Context: an optimization exercise on an open-source flow, tuned for small area, a short achievable clock period and few clock cycles per item. The choices shown serve that exercise and are no tape-out recipe. The RTL was checked by simulation tests, not by an equivalence proof against the original design.

==> inputs of nickel <==
Design link_keeping_drive_vector, start of the top module:
module link_keeping_drive_vector (
	input  logic        clk,
	input  logic        arst_n,
	input  logic        psel,
	input  logic        penable,
	input  logic        pwrite,
	input  logic [2:0]  paddr,
	input  logic [31:0] pwdata,
	output logic [31:0] prdata,
	output logic        pready,
	input  logic        in_valid,
	output logic        in_stall,
	input  logic signed [15:0] offset_x,
	input  logic signed [15:0] offset_y,
	input  logic        present,
	input  logic        frame_end,
	output logic        out_valid,
	input  logic        out_stall,
	output logic signed [15:0] drive_x,
	output logic signed [15:0] drive_y,
	output logic        has_signal,
	output logic [3:0]  chosen_index
);
	logic [15:0] reach_q;
	logic [14:0] gain_q;
	logic        wr;
	logic [15:0] rd_q;
	logic        f_valid;
	logic        f_end;
	logic        f_take;
	logic        f_found;
	logic [31:0] f_sq;
	logic [15:0] f_mx;
	logic [15:0] f_my;
	logic        f_sx;
	logic        f_sy;
	logic [2:0]  f_idx;
	assign pready = 1'b1;
	assign wr     = psel && penable && pwrite;
	always_ff @(posedge clk or negedge arst_n) begin
		if (!arst_n) begin
			reach_q <= 16'd0;
			gain_q  <= 15'd0;
		end else if (wr) begin
			if (paddr[2])
				gain_q  <= pwdata[14:0];
			else
				reach_q <= pwdata[15:0];
		end
	end
	always_ff @(posedge clk) begin
		rd_q <= paddr[2] ? {1'b0, gain_q} : reach_q;
	end
	assign prdata = {16'd0, rd_q};
	lkdv_qualify u_qualify (
		.clk       (clk),
		.arst_n    (arst_n),
		.in_valid  (in_valid),
		.in_stall  (in_stall),
		.offset_x  (offset_x),
		.offset_y  (offset_y),
		.present   (present),
		.frame_end (frame_end),
		.reach     (reach_q),
		.reach_wr  (wr && !paddr[2]),
		.f_valid   (f_valid),
		.f_end     (f_end),
		.f_take    (f_take),
		.f_found   (f_found),
		.f_sq      (f_sq),
		.f_mx      (f_mx),
		.f_my      (f_my),
		.f_sx      (f_sx),
		.f_sy      (f_sy),
		.f_idx     (f_idx)
	);
	lkdv_scale u_scale (
		.clk          (clk),
		.arst_n       (arst_n),
		.f_valid      (f_valid),
		.f_end        (f_end),
  ...
export LEC_CHECK = 0
export CAP_MARGIN = 20
export CORE_MARGIN = 2
export CORE_UTILIZATION = 40
export PLACE_DENSITY = 0.6
export SLEW_MARGIN = 20
create_clock -name core_clock -period 11.0 [get_ports {clk}]
run.sh (not shown) runs the stock make flow with config.mk's settings and CLKGATE_MAP_FILE= SYNTH_SCRIPT=/design/flow/synth_recipe.tcl, a recipe that flattens the netlist after the stock synthesis.
==> inputs of tundra, as changes to nickel <==
--- a/flow/design.v
+++ b/flow/design.v
@@ -32,40 +32,41 @@
 	assign k = {(a[30:0] & b[30:0]) | (a[30:0] & c[30:0]) | (b[30:0] & c[30:0]), 1'b0};
 endmodule
 module lkdv_arith (
 	input  logic [31:0] acc_s,
 	input  logic [31:0] acc_c,
 	input  logic [17:0] mx,
 	input  logic [17:0] my,
+	input  logic        sx,
+	input  logic        sy,
 	input  logic [14:0] pmask,
 	output logic [31:0] nxt_s,
 	output logic [31:0] nxt_c
-)
-;
+);
 	logic [14:0] px, py;
 	logic [2:0]  bx, by;
-	logic [18:0] tx, ty;
+	logic [31:0] tx, ty;
 	logic [31:0] o0, o1, o2, o3, o4, o5, o6, o7;
 	logic [31:0] s1a, k1a, s1b, k1b;
 	logic [31:0] s2a, k2a, s2b, k2b;
 	logic [31:0] s3, k3;
-	assign px = mx[14:0] & pmask;
-	assign py = my[14:0] & pmask;
+	assign px = (mx[14:0] & pmask) | ({15{sx}} & ~pmask);
+	assign py = (my[14:0] & pmask) | ({15{sy}} & ~pmask);
 	assign bx = mx[17:15];
 	assign by = my[17:15];
-	assign tx = {px, 1'b0, bx};
-	assign ty = {py, 1'b0, by};
+	assign tx = {{13{sx}}, px, 1'b0, bx};
+	assign ty = {{13{sy}}, py, 1'b0, by};
 	assign o0 = {acc_s[25:0], 6'd0};
 	assign o1 = {acc_c[25:0], 6'd0};
-	assign o2 = {13'd0, bx[0] ? tx : 19'd0};
-	assign o3 = {12'd0, bx[1] ? tx : 19'd0, 1'b0};
-	assign o4 = {11'd0, bx[2] ? tx : 19'd0, 2'b0};
-	assign o5 = {13'd0, by[0] ? ty : 19'd0};
-	assign o6 = {12'd0, by[1] ? ty : 19'd0, 1'b0};
-	assign o7 = {11'd0, by[2] ? ty : 19'd0, 2'b0};
+	assign o2 = bx[0] ? tx : 32'd0;
+	assign o3 = bx[1] ? {tx[30:0], 1'b0} : 32'd0;
+	assign o4 = bx[2] ? {tx[29:0], 2'b0} : 32'd0;
+	assign o5 = by[0] ? ty : 32'd0;
+	assign o6 = by[1] ? {ty[30:0], 1'b0} : 32'd0;
+	assign o7 = by[2] ? {ty[29:0], 2'b0} : 32'd0;
 	lkdv_csa u1a (.a(o2),  .b(o3),  .c(o4),  .s(s1a), .k(k1a));
 	lkdv_csa u1b (.a(o5),  .b(o6),  .c(o7),  .s(s1b), .k(k1b));
 	lkdv_csa u2a (.a(s1a), .b(k1a), .c(s1b), .s(s2a), .k(k2a));
 	lkdv_csa u2b (.a(k1b), .b(o0),  .c(o1),  .s(s2b), .k(k2b));
 	lkdv_csa u3  (.a(s2a), .b(k2a), .c(s2b), .s(s3),  .k(k3));
 	lkdv_csa u4  (.a(s3),  .b(k3),  .c(k2b), .s(nxt_s), .k(nxt_c));
 endmodule
@@ -137,34 +138,36 @@
 	logic        load;
 	assign pmask = {{3{pm_q[4]}}, {3{pm_q[3]}}, {3{pm_q[2]}}, {3{pm_q[1]}}, {3{pm_q[0]}}};
 	lkdv_arith u_sq (
 		.acc_s (acc_s_q),
 		.acc_c (acc_c_q),
 		.mx    (rx_q),
 		.my    (ry_q),
+		.sx    (sx_q),
+		.sy    (sy_q),
 		.pmask (pmask),
 		.nxt_s (nxt_s),
 		.nxt_c (nxt_c)
 	);
 	assign sum = acc_s_q + acc_c_q;
 	assign beyond   = chk_q && (acc_s_q > r2_q);
-	lkdv_mag u_mag_x (.v(offset_x), .m(mag_x));
-	lkdv_mag u_mag_y (.v(offset_y), .m(mag_y));
+	lkdv_mag u_mag_x (.v(rx_q[15:0]), .m(mag_x));
+	lkdv_mag u_mag_y (.v(ry_q[15:0]), .m(mag_y));
 	assign found    = found_q || beyond;
 	assign in_stall = stall_q;
 	assign accept   = in_valid && !stall_q;
 	assign examine  = !cnt_q[3] && present && !found;
 	assign start    = r2pend_q && !busy_q && !res2_q && !tok_q;
 	assign load     = in_valid && present && ldok_q;
 	assign f_valid = tok_q;
 	assign f_found = tokf_q;
 	assign f_end   = accept && frame_end;
 	assign f_sq    = acc_s_q;
-	assign f_mx    = rx_q[15:0];
-	assign f_my    = ry_q[15:0];
+	assign f_mx    = mag_x;
+	assign f_my    = mag_y;
 	assign f_sx    = sx_q;
 	assign f_sy    = sy_q;
 	assign f_idx   = idx_q;
 	always_comb begin
 		busy_n   = busy_q;
 		res2_n   = res2_q;
 		chk_n    = 1'b0;
@@ -267,19 +270,19 @@
 			acc_c_q <= 32'd0;
 			pm_q    <= 5'd1;
 			rx_q    <= {reach[14:0], 2'd0, reach[15]};
 			ry_q    <= 18'd0;
 			sx_q    <= 1'b0;
 			sy_q    <= 1'b0;
 		end else if (load) begin
-			acc_s_q <= {31'd0, mag_x[15]};
-			acc_c_q <= {31'd0, mag_y[15]};
+			acc_s_q <= {31'd0, offset_x[15]};
+			acc_c_q <= {31'd0, offset_y[15]};
 			pm_q    <= 5'd1;
-			rx_q    <= {mag_x[14:0], 2'd0, mag_x[15]};
-			ry_q    <= {mag_y[14:0], 2'd0, mag_y[15]};
+			rx_q    <= {offset_x[14:0], {3{offset_x[15]}}};
+			ry_q    <= {offset_y[14:0], {3{offset_y[15]}}};
 			sx_q    <= offset_x[15];
 			sy_q    <= offset_y[15];
 			idx_q   <= cnt_q[2:0];
 		end
 	end
 endmodule
 module lkdv_scale (
Settings changed: CTS_BUF_LIST set to sky130_fd_sc_hd__clkbuf_16, CTS_CLUSTER_DIAMETER set to 100, CTS_CLUSTER_SIZE set to 24.
==> inputs of maple, as changes to nickel <==
--- a/flow/design.v
+++ b/flow/design.v
@@ -32,40 +32,41 @@
 	assign k = {(a[30:0] & b[30:0]) | (a[30:0] & c[30:0]) | (b[30:0] & c[30:0]), 1'b0};
 endmodule
 module lkdv_arith (
 	input  logic [31:0] acc_s,
 	input  logic [31:0] acc_c,
 	input  logic [17:0] mx,
 	input  logic [17:0] my,
+	input  logic        sx,
+	input  logic        sy,
 	input  logic [14:0] pmask,
 	output logic [31:0] nxt_s,
 	output logic [31:0] nxt_c
-)
-;
+);
 	logic [14:0] px, py;
 	logic [2:0]  bx, by;
-	logic [18:0] tx, ty;
+	logic [31:0] tx, ty;
 	logic [31:0] o0, o1, o2, o3, o4, o5, o6, o7;
 	logic [31:0] s1a, k1a, s1b, k1b;
 	logic [31:0] s2a, k2a, s2b, k2b;
 	logic [31:0] s3, k3;
-	assign px = mx[14:0] & pmask;
-	assign py = my[14:0] & pmask;
+	assign px = (mx[14:0] & pmask) | ({15{sx}} & ~pmask);
+	assign py = (my[14:0] & pmask) | ({15{sy}} & ~pmask);
 	assign bx = mx[17:15];
 	assign by = my[17:15];
-	assign tx = {px, 1'b0, bx};
-	assign ty = {py, 1'b0, by};
+	assign tx = {{13{sx}}, px, 1'b0, bx};
+	assign ty = {{13{sy}}, py, 1'b0, by};
 	assign o0 = {acc_s[25:0], 6'd0};
 	assign o1 = {acc_c[25:0], 6'd0};
-	assign o2 = {13'd0, bx[0] ? tx : 19'd0};
-	assign o3 = {12'd0, bx[1] ? tx : 19'd0, 1'b0};
-	assign o4 = {11'd0, bx[2] ? tx : 19'd0, 2'b0};
-	assign o5 = {13'd0, by[0] ? ty : 19'd0};
-	assign o6 = {12'd0, by[1] ? ty : 19'd0, 1'b0};
-	assign o7 = {11'd0, by[2] ? ty : 19'd0, 2'b0};
+	assign o2 = bx[0] ? tx : 32'd0;
+	assign o3 = bx[1] ? {tx[30:0], 1'b0} : 32'd0;
+	assign o4 = bx[2] ? {tx[29:0], 2'b0} : 32'd0;
+	assign o5 = by[0] ? ty : 32'd0;
+	assign o6 = by[1] ? {ty[30:0], 1'b0} : 32'd0;
+	assign o7 = by[2] ? {ty[29:0], 2'b0} : 32'd0;
 	lkdv_csa u1a (.a(o2),  .b(o3),  .c(o4),  .s(s1a), .k(k1a));
 	lkdv_csa u1b (.a(o5),  .b(o6),  .c(o7),  .s(s1b), .k(k1b));
 	lkdv_csa u2a (.a(s1a), .b(k1a), .c(s1b), .s(s2a), .k(k2a));
 	lkdv_csa u2b (.a(k1b), .b(o0),  .c(o1),  .s(s2b), .k(k2b));
 	lkdv_csa u3  (.a(s2a), .b(k2a), .c(s2b), .s(s3),  .k(k3));
 	lkdv_csa u4  (.a(s3),  .b(k3),  .c(k2b), .s(nxt_s), .k(nxt_c));
 endmodule
@@ -109,15 +110,15 @@
 	logic        r2pend_q, r2pend_n;  
 	logic        last_q, last_n;      
 	logic        tok_q, tok_n;        
 	logic        tokf_q, tokf_n;      
 	logic        found_q, found_n;    
 	logic [3:0]  cnt_q, cnt_n;
 	logic        stall_q;
-	logic        ldok_q;              
+	logic        ldok;                
 	logic [4:0]  pm_q;                
 	logic [17:0] rx_q;
 	logic [17:0] ry_q;
 	logic        sx_q;
 	logic        sy_q;
 	logic [2:0]  idx_q;
 	logic [31:0] acc_s_q;
@@ -137,34 +138,37 @@
 	logic        load;
 	assign pmask = {{3{pm_q[4]}}, {3{pm_q[3]}}, {3{pm_q[2]}}, {3{pm_q[1]}}, {3{pm_q[0]}}};
 	lkdv_arith u_sq (
 		.acc_s (acc_s_q),
 		.acc_c (acc_c_q),
 		.mx    (rx_q),
 		.my    (ry_q),
+		.sx    (sx_q),
+		.sy    (sy_q),
 		.pmask (pmask),
 		.nxt_s (nxt_s),
 		.nxt_c (nxt_c)
 	);
 	assign sum = acc_s_q + acc_c_q;
 	assign beyond   = chk_q && (acc_s_q > r2_q);
-	lkdv_mag u_mag_x (.v(offset_x), .m(mag_x));
-	lkdv_mag u_mag_y (.v(offset_y), .m(mag_y));
+	lkdv_mag u_mag_x (.v(rx_q[15:0]), .m(mag_x));
+	lkdv_mag u_mag_y (.v(ry_q[15:0]), .m(mag_y));
 	assign found    = found_q || beyond;
 	assign in_stall = stall_q;
 	assign accept   = in_valid && !stall_q;
 	assign examine  = !cnt_q[3] && present && !found;
 	assign start    = r2pend_q && !busy_q && !res2_q && !tok_q;
-	assign load     = in_valid && present && ldok_q;
+	assign ldok     = !stall_q && !cnt_q[3] && !found_q;
+	assign load     = in_valid && present && ldok;
 	assign f_valid = tok_q;
 	assign f_found = tokf_q;
 	assign f_end   = accept && frame_end;
 	assign f_sq    = acc_s_q;
-	assign f_mx    = rx_q[15:0];
-	assign f_my    = ry_q[15:0];
+	assign f_mx    = mag_x;
+	assign f_my    = mag_y;
 	assign f_sx    = sx_q;
 	assign f_sy    = sy_q;
 	assign f_idx   = idx_q;
 	always_comb begin
 		busy_n   = busy_q;
 		res2_n   = res2_q;
 		chk_n    = 1'b0;
@@ -228,29 +232,26 @@
 			r2pend_q <= 1'b1;    
 			last_q   <= 1'b0;
 			tok_q    <= 1'b0;
 			tokf_q   <= 1'b0;
 			found_q  <= 1'b0;
 			cnt_q    <= 4'd0;
 			stall_q  <= 1'b1;
-			ldok_q   <= 1'b0;
 		end else begin
 			busy_q   <= busy_n;
 			res2_q   <= res2_n;
 			chk_q    <= chk_n;
 			r2run_q  <= r2run_n;
 			r2pend_q <= r2pend_n;
 			last_q   <= last_n;
 			tok_q    <= tok_n;
 			tokf_q   <= tokf_n;
 			found_q  <= found_n;
 			cnt_q    <= cnt_n;
 			stall_q  <= busy_n || res2_n || r2pend_n || chk_n || (tok_n && !found_n);
-			ldok_q   <= !(busy_n || res2_n || r2pend_n || chk_n || (tok_n && !found_n))
-			            && !cnt_n[3] && !found_n;
 		end
 	end
 	always_ff @(posedge clk) begin
 		if (res2_q && r2run_q)
 			r2_q <= sum;
 	end
 	always_ff @(posedge clk) begin
@@ -266,20 +267,20 @@
 			acc_s_q <= {31'd0, reach[15]};
 			acc_c_q <= 32'd0;
 			pm_q    <= 5'd1;
 			rx_q    <= {reach[14:0], 2'd0, reach[15]};
 			ry_q    <= 18'd0;
 			sx_q    <= 1'b0;
 			sy_q    <= 1'b0;
-		end else if (load) begin
-			acc_s_q <= {31'd0, mag_x[15]};
-			acc_c_q <= {31'd0, mag_y[15]};
+		end else if (ldok) begin
+			acc_s_q <= {31'd0, offset_x[15]};
+			acc_c_q <= {31'd0, offset_y[15]};
 			pm_q    <= 5'd1;
-			rx_q    <= {mag_x[14:0], 2'd0, mag_x[15]};
-			ry_q    <= {mag_y[14:0], 2'd0, mag_y[15]};
+			rx_q    <= {offset_x[14:0], {3{offset_x[15]}}};
+			ry_q    <= {offset_y[14:0], {3{offset_y[15]}}};
 			sx_q    <= offset_x[15];
 			sy_q    <= offset_y[15];
 			idx_q   <= cnt_q[2:0];
 		end
 	end
 endmodule
 module lkdv_scale (
@@ -503,37 +504,41 @@
 	output logic signed [15:0] drive_x,
 	output logic signed [15:0] drive_y,
 	output logic        has_signal,
 	output logic [3:0]  chosen_index
 );
 	logic [15:0] reach_q;
 	logic [14:0] gain_q;
-	logic        wr;
+	logic        wr_reach_q;
+	logic        wr_gain_q;
 	logic [15:0] rd_q;
 	logic        f_valid;
 	logic        f_end;
 	logic        f_take;
 	logic        f_found;
 	logic [31:0] f_sq;
 	logic [15:0] f_mx;
 	logic [15:0] f_my;
 	logic        f_sx;
 	logic        f_sy;
 	logic [2:0]  f_idx;
 	assign pready = 1'b1;
-	assign wr     = psel && penable && pwrite;
 	always_ff @(posedge clk or negedge arst_n) begin
 		if (!arst_n) begin
-			reach_q <= 16'd0;
-			gain_q  <= 15'd0;
-		end else if (wr) begin
-			if (paddr[2])
-				gain_q  <= pwdata[14:0];
-			else
+			wr_reach_q <= 1'b0;
+			wr_gain_q  <= 1'b0;
+			reach_q    <= 16'd0;
+			gain_q     <= 15'd0;
+		end else begin
+			wr_reach_q <= psel && !penable && pwrite && !paddr[2];
+			wr_gain_q  <= psel && !penable && pwrite && paddr[2];
+			if (wr_reach_q)
 				reach_q <= pwdata[15:0];
+			if (wr_gain_q)
+				gain_q  <= pwdata[14:0];
 		end
 	end
 	always_ff @(posedge clk) begin
 		rd_q <= paddr[2] ? {1'b0, gain_q} : reach_q;
 	end
 	assign prdata = {16'd0, rd_q};
 	lkdv_qualify u_qualify (
@@ -542,15 +547,15 @@
 		.in_valid  (in_valid),
 		.in_stall  (in_stall),
 		.offset_x  (offset_x),
 		.offset_y  (offset_y),
 		.present   (present),
 		.frame_end (frame_end),
 		.reach     (reach_q),
-		.reach_wr  (wr && !paddr[2]),
+		.reach_wr  (wr_reach_q),
 		.f_valid   (f_valid),
 		.f_end     (f_end),
 		.f_take    (f_take),
 		.f_found   (f_found),
 		.f_sq      (f_sq),
 		.f_mx      (f_mx),
 		.f_my      (f_my),
==> flow/flow/run.sh (new file) <==
#!/bin/bash
set -euo pipefail
bash standard.sh SETUP_SLACK_MARGIN=7.6 finish > flow_make.log 2>&1
==> flow/standard.sh (new file) <==
#!/bin/bash
# synth_recipe.tcl (not shown) runs the flow's synth.tcl, then flattens the netlist and writes it again
# the make line also repeats each setting of config.mk as NAME=value (left out here)
make -C /OpenROAD-flow-scripts/flow DESIGN_CONFIG=/design/flow/config.mk WORK_HOME=/design/flow/orfs CLKGATE_MAP_FILE= SYNTH_SCRIPT=/design/flow/synth_recipe.tcl "${@:-finish}"
Settings changed: CTS_BUF_LIST set to sky130_fd_sc_hd__clkbuf_16, CTS_CLUSTER_DIAMETER set to 100, CTS_CLUSTER_SIZE set to 24.
removed: flow/run.sh
==> inputs of harbor, as changes to nickel <==
--- a/flow/design.v
+++ b/flow/design.v
@@ -109,15 +109,15 @@
 	logic        r2pend_q, r2pend_n;  
 	logic        last_q, last_n;      
 	logic        tok_q, tok_n;        
 	logic        tokf_q, tokf_n;      
 	logic        found_q, found_n;    
 	logic [3:0]  cnt_q, cnt_n;
 	logic        stall_q;
-	logic        ldok_q;              
+	logic        ldok;                
 	logic [4:0]  pm_q;                
 	logic [17:0] rx_q;
 	logic [17:0] ry_q;
 	logic        sx_q;
 	logic        sy_q;
 	logic [2:0]  idx_q;
 	logic [31:0] acc_s_q;
@@ -150,15 +150,16 @@
 	lkdv_mag u_mag_x (.v(offset_x), .m(mag_x));
 	lkdv_mag u_mag_y (.v(offset_y), .m(mag_y));
 	assign found    = found_q || beyond;
 	assign in_stall = stall_q;
 	assign accept   = in_valid && !stall_q;
 	assign examine  = !cnt_q[3] && present && !found;
 	assign start    = r2pend_q && !busy_q && !res2_q && !tok_q;
-	assign load     = in_valid && present && ldok_q;
+	assign ldok     = !stall_q && !cnt_q[3] && !found_q;
+	assign load     = in_valid && present && ldok;
 	assign f_valid = tok_q;
 	assign f_found = tokf_q;
 	assign f_end   = accept && frame_end;
 	assign f_sq    = acc_s_q;
 	assign f_mx    = rx_q[15:0];
 	assign f_my    = ry_q[15:0];
 	assign f_sx    = sx_q;
@@ -228,29 +229,26 @@
 			r2pend_q <= 1'b1;    
 			last_q   <= 1'b0;
 			tok_q    <= 1'b0;
 			tokf_q   <= 1'b0;
 			found_q  <= 1'b0;
 			cnt_q    <= 4'd0;
 			stall_q  <= 1'b1;
-			ldok_q   <= 1'b0;
 		end else begin
 			busy_q   <= busy_n;
 			res2_q   <= res2_n;
 			chk_q    <= chk_n;
 			r2run_q  <= r2run_n;
 			r2pend_q <= r2pend_n;
 			last_q   <= last_n;
 			tok_q    <= tok_n;
 			tokf_q   <= tokf_n;
 			found_q  <= found_n;
 			cnt_q    <= cnt_n;
 			stall_q  <= busy_n || res2_n || r2pend_n || chk_n || (tok_n && !found_n);
-			ldok_q   <= !(busy_n || res2_n || r2pend_n || chk_n || (tok_n && !found_n))
-			            && !cnt_n[3] && !found_n;
 		end
 	end
 	always_ff @(posedge clk) begin
 		if (res2_q && r2run_q)
 			r2_q <= sum;
 	end
 	always_ff @(posedge clk) begin
@@ -264,17 +262,15 @@
 			acc_s_q <= sum;
 		end else if (start) begin
 			acc_s_q <= {31'd0, reach[15]};
 			acc_c_q <= 32'd0;
 			pm_q    <= 5'd1;
 			rx_q    <= {reach[14:0], 2'd0, reach[15]};
 			ry_q    <= 18'd0;
-			sx_q    <= 1'b0;
-			sy_q    <= 1'b0;
-		end else if (load) begin
+		end else if (ldok) begin
 			acc_s_q <= {31'd0, mag_x[15]};
 			acc_c_q <= {31'd0, mag_y[15]};
 			pm_q    <= 5'd1;
 			rx_q    <= {mag_x[14:0], 2'd0, mag_x[15]};
 			ry_q    <= {mag_y[14:0], 2'd0, mag_y[15]};
 			sx_q    <= offset_x[15];
 			sy_q    <= offset_y[15];
@@ -503,37 +499,41 @@
 	output logic signed [15:0] drive_x,
 	output logic signed [15:0] drive_y,
 	output logic        has_signal,
 	output logic [3:0]  chosen_index
 );
 	logic [15:0] reach_q;
 	logic [14:0] gain_q;
-	logic        wr;
+	logic        wr_reach_q;
+	logic        wr_gain_q;
 	logic [15:0] rd_q;
 	logic        f_valid;
 	logic        f_end;
 	logic        f_take;
 	logic        f_found;
 	logic [31:0] f_sq;
 	logic [15:0] f_mx;
 	logic [15:0] f_my;
 	logic        f_sx;
 	logic        f_sy;
 	logic [2:0]  f_idx;
 	assign pready = 1'b1;
-	assign wr     = psel && penable && pwrite;
 	always_ff @(posedge clk or negedge arst_n) begin
 		if (!arst_n) begin
-			reach_q <= 16'd0;
-			gain_q  <= 15'd0;
-		end else if (wr) begin
-			if (paddr[2])
-				gain_q  <= pwdata[14:0];
-			else
+			wr_reach_q <= 1'b0;
+			wr_gain_q  <= 1'b0;
+			reach_q    <= 16'd0;
+			gain_q     <= 15'd0;
+		end else begin
+			wr_reach_q <= psel && !penable && pwrite && !paddr[2];
+			wr_gain_q  <= psel && !penable && pwrite && paddr[2];
+			if (wr_reach_q)
 				reach_q <= pwdata[15:0];
+			if (wr_gain_q)
+				gain_q  <= pwdata[14:0];
 		end
 	end
 	always_ff @(posedge clk) begin
 		rd_q <= paddr[2] ? {1'b0, gain_q} : reach_q;
 	end
 	assign prdata = {16'd0, rd_q};
 	lkdv_qualify u_qualify (
@@ -542,15 +542,15 @@
 		.in_valid  (in_valid),
 		.in_stall  (in_stall),
 		.offset_x  (offset_x),
 		.offset_y  (offset_y),
 		.present   (present),
 		.frame_end (frame_end),
 		.reach     (reach_q),
-		.reach_wr  (wr && !paddr[2]),
+		.reach_wr  (wr_reach_q),
 		.f_valid   (f_valid),
 		.f_end     (f_end),
 		.f_take    (f_take),
 		.f_found   (f_found),
 		.f_sq      (f_sq),
 		.f_mx      (f_mx),
 		.f_my      (f_my),
==> flow/flow/run.sh (new file) <==
#!/bin/bash
set -euo pipefail
bash standard.sh SETUP_SLACK_MARGIN=7 finish > flow_make.log 2>&1
==> flow/standard.sh (new file) <==
#!/bin/bash
# synth_recipe.tcl (not shown) runs the flow's synth.tcl, then flattens the netlist and writes it again
# the make line also repeats each setting of config.mk as NAME=value (left out here)
make -C /OpenROAD-flow-scripts/flow DESIGN_CONFIG=/design/flow/config.mk WORK_HOME=/design/flow/orfs CLKGATE_MAP_FILE= SYNTH_SCRIPT=/design/flow/synth_recipe.tcl "${@:-finish}"
Settings changed: CTS_BUF_LIST set to sky130_fd_sc_hd__clkbuf_16, CTS_CLUSTER_DIAMETER set to 100, CTS_CLUSTER_SIZE set to 24.
removed: flow/run.sh
==> qor summary <==
| item | maple | tundra | harbor | nickel |
|---|---|---|---|---|
| Result of the run | timing/DRC/antenna clean | timing/DRC/antenna clean | timing/DRC/antenna clean | timing/DRC/antenna clean |
| Starting Density | 40.3% | 40.5% | 40.2% | 40.4% |
| Worst slew pin tran | 990 ps | 1050 ps | 1100 ps | 1080 ps |
| Final critical delay including setup and external delays | 3700 ps | 4390 ps | 4650 ps | 4610 ps |
| Setup repair after global routing missed its margin | true | false | true | false |
| Flip-flop and latch area | 0.0137 sq mm | 0.0137 sq mm | 0.0137 sq mm | 0.0137 sq mm |
| Number of buffers and inverters on the critical path | 5 | 3 | 1 | 1 |
| Seq Cell Count | 472 | 471 | 472 | 471 |
| Simple logic cell fraction of the synthesized area | 12.1% | 13.0% | 12.6% | 13.0% |
| Pin count of the biggest net entering global routing | 92 | 87 | 109 | 70 |
| Pre-CTS WS | 6480 ps | 6020 ps | 5260 ps | 5760 ps |
| Placed wire-length estimate | 57.5 mm | 60.2 mm | 58.7 mm | 61.2 mm |
| Number of nets in the layout | 3353 | 3359 | 3190 | 3215 |
| Async set or reset register ratio after synthesis | 13.3% | 13.2% | 13.3% | 13.2% |
| Sequential cell area fraction in the yosys report | 44.8% | 44.3% | 45.9% | 45.4% |
| Area fraction of the dominant cell type after synthesis | 38.5% | 38.1% | 39.4% | 39.1% |
| Die Outline Area | 0.0787 sq mm | 0.0794 sq mm | 0.0768 sq mm | 0.0775 sq mm |
| Proportion of cell area spent on the clock network | 2.41% | 2.78% | 2.27% | 5.31% |
| Required time of the critical path | 11390 ps | 11370 ps | 11340 ps | 11350 ps |
Testbench counts of nickel, summed over its fixed seeds: cycles 70,559, frames 4,096.
Testbench counts of tundra, summed over its fixed seeds: cycles 70,559, frames 4,096.
Testbench counts of maple, summed over its fixed seeds: cycles 70,559, frames 4,096.
Testbench counts of harbor, summed over its fixed seeds: cycles 70,559, frames 4,096.

-- re-timing with driven ports --
In the flow no input, the clock included, has a driving cell. The finished layouts below were timed again as built, in two steps. Step 1 assumes that a clkbuf_16 drives the clock port and a buf_2 every other input. Step 2 adds t to the input delays and takes it off the output delays; t is the mean of the earliest and latest rising clock arrival at the registers after step 1. Input paths then give back, and output paths get back, about the clock's delay inside the block. a / b / c = ideal ports / drivers / drivers and shift; a / b = the first two.
run	shift t [ns]	slack for setup (ns)	clock arrival spread, ns	worst register clock-pin slew, ns	pins driven straight from the clock port
nickel	0.677	6.389 / 6.373 / 5.697	0.021 / 0.021	0.07 / 0.07	1
tundra	0.657	6.610 / 6.610 / 6.029	0.032 / 0.032	0.11 / 0.11	1
maple	0.662	7.297 / 7.297 / 7.097	0.053 / 0.053	0.10 / 0.10	1
harbor	0.645	6.352 / 6.372 / 5.726	0.037 / 0.037	0.11 / 0.11	1
After both steps every run listed still meets setup and hold. For nickel, which loses most, drivers alone change the setup slack by -0.016 ns; drivers and shift together by -0.692 ns.
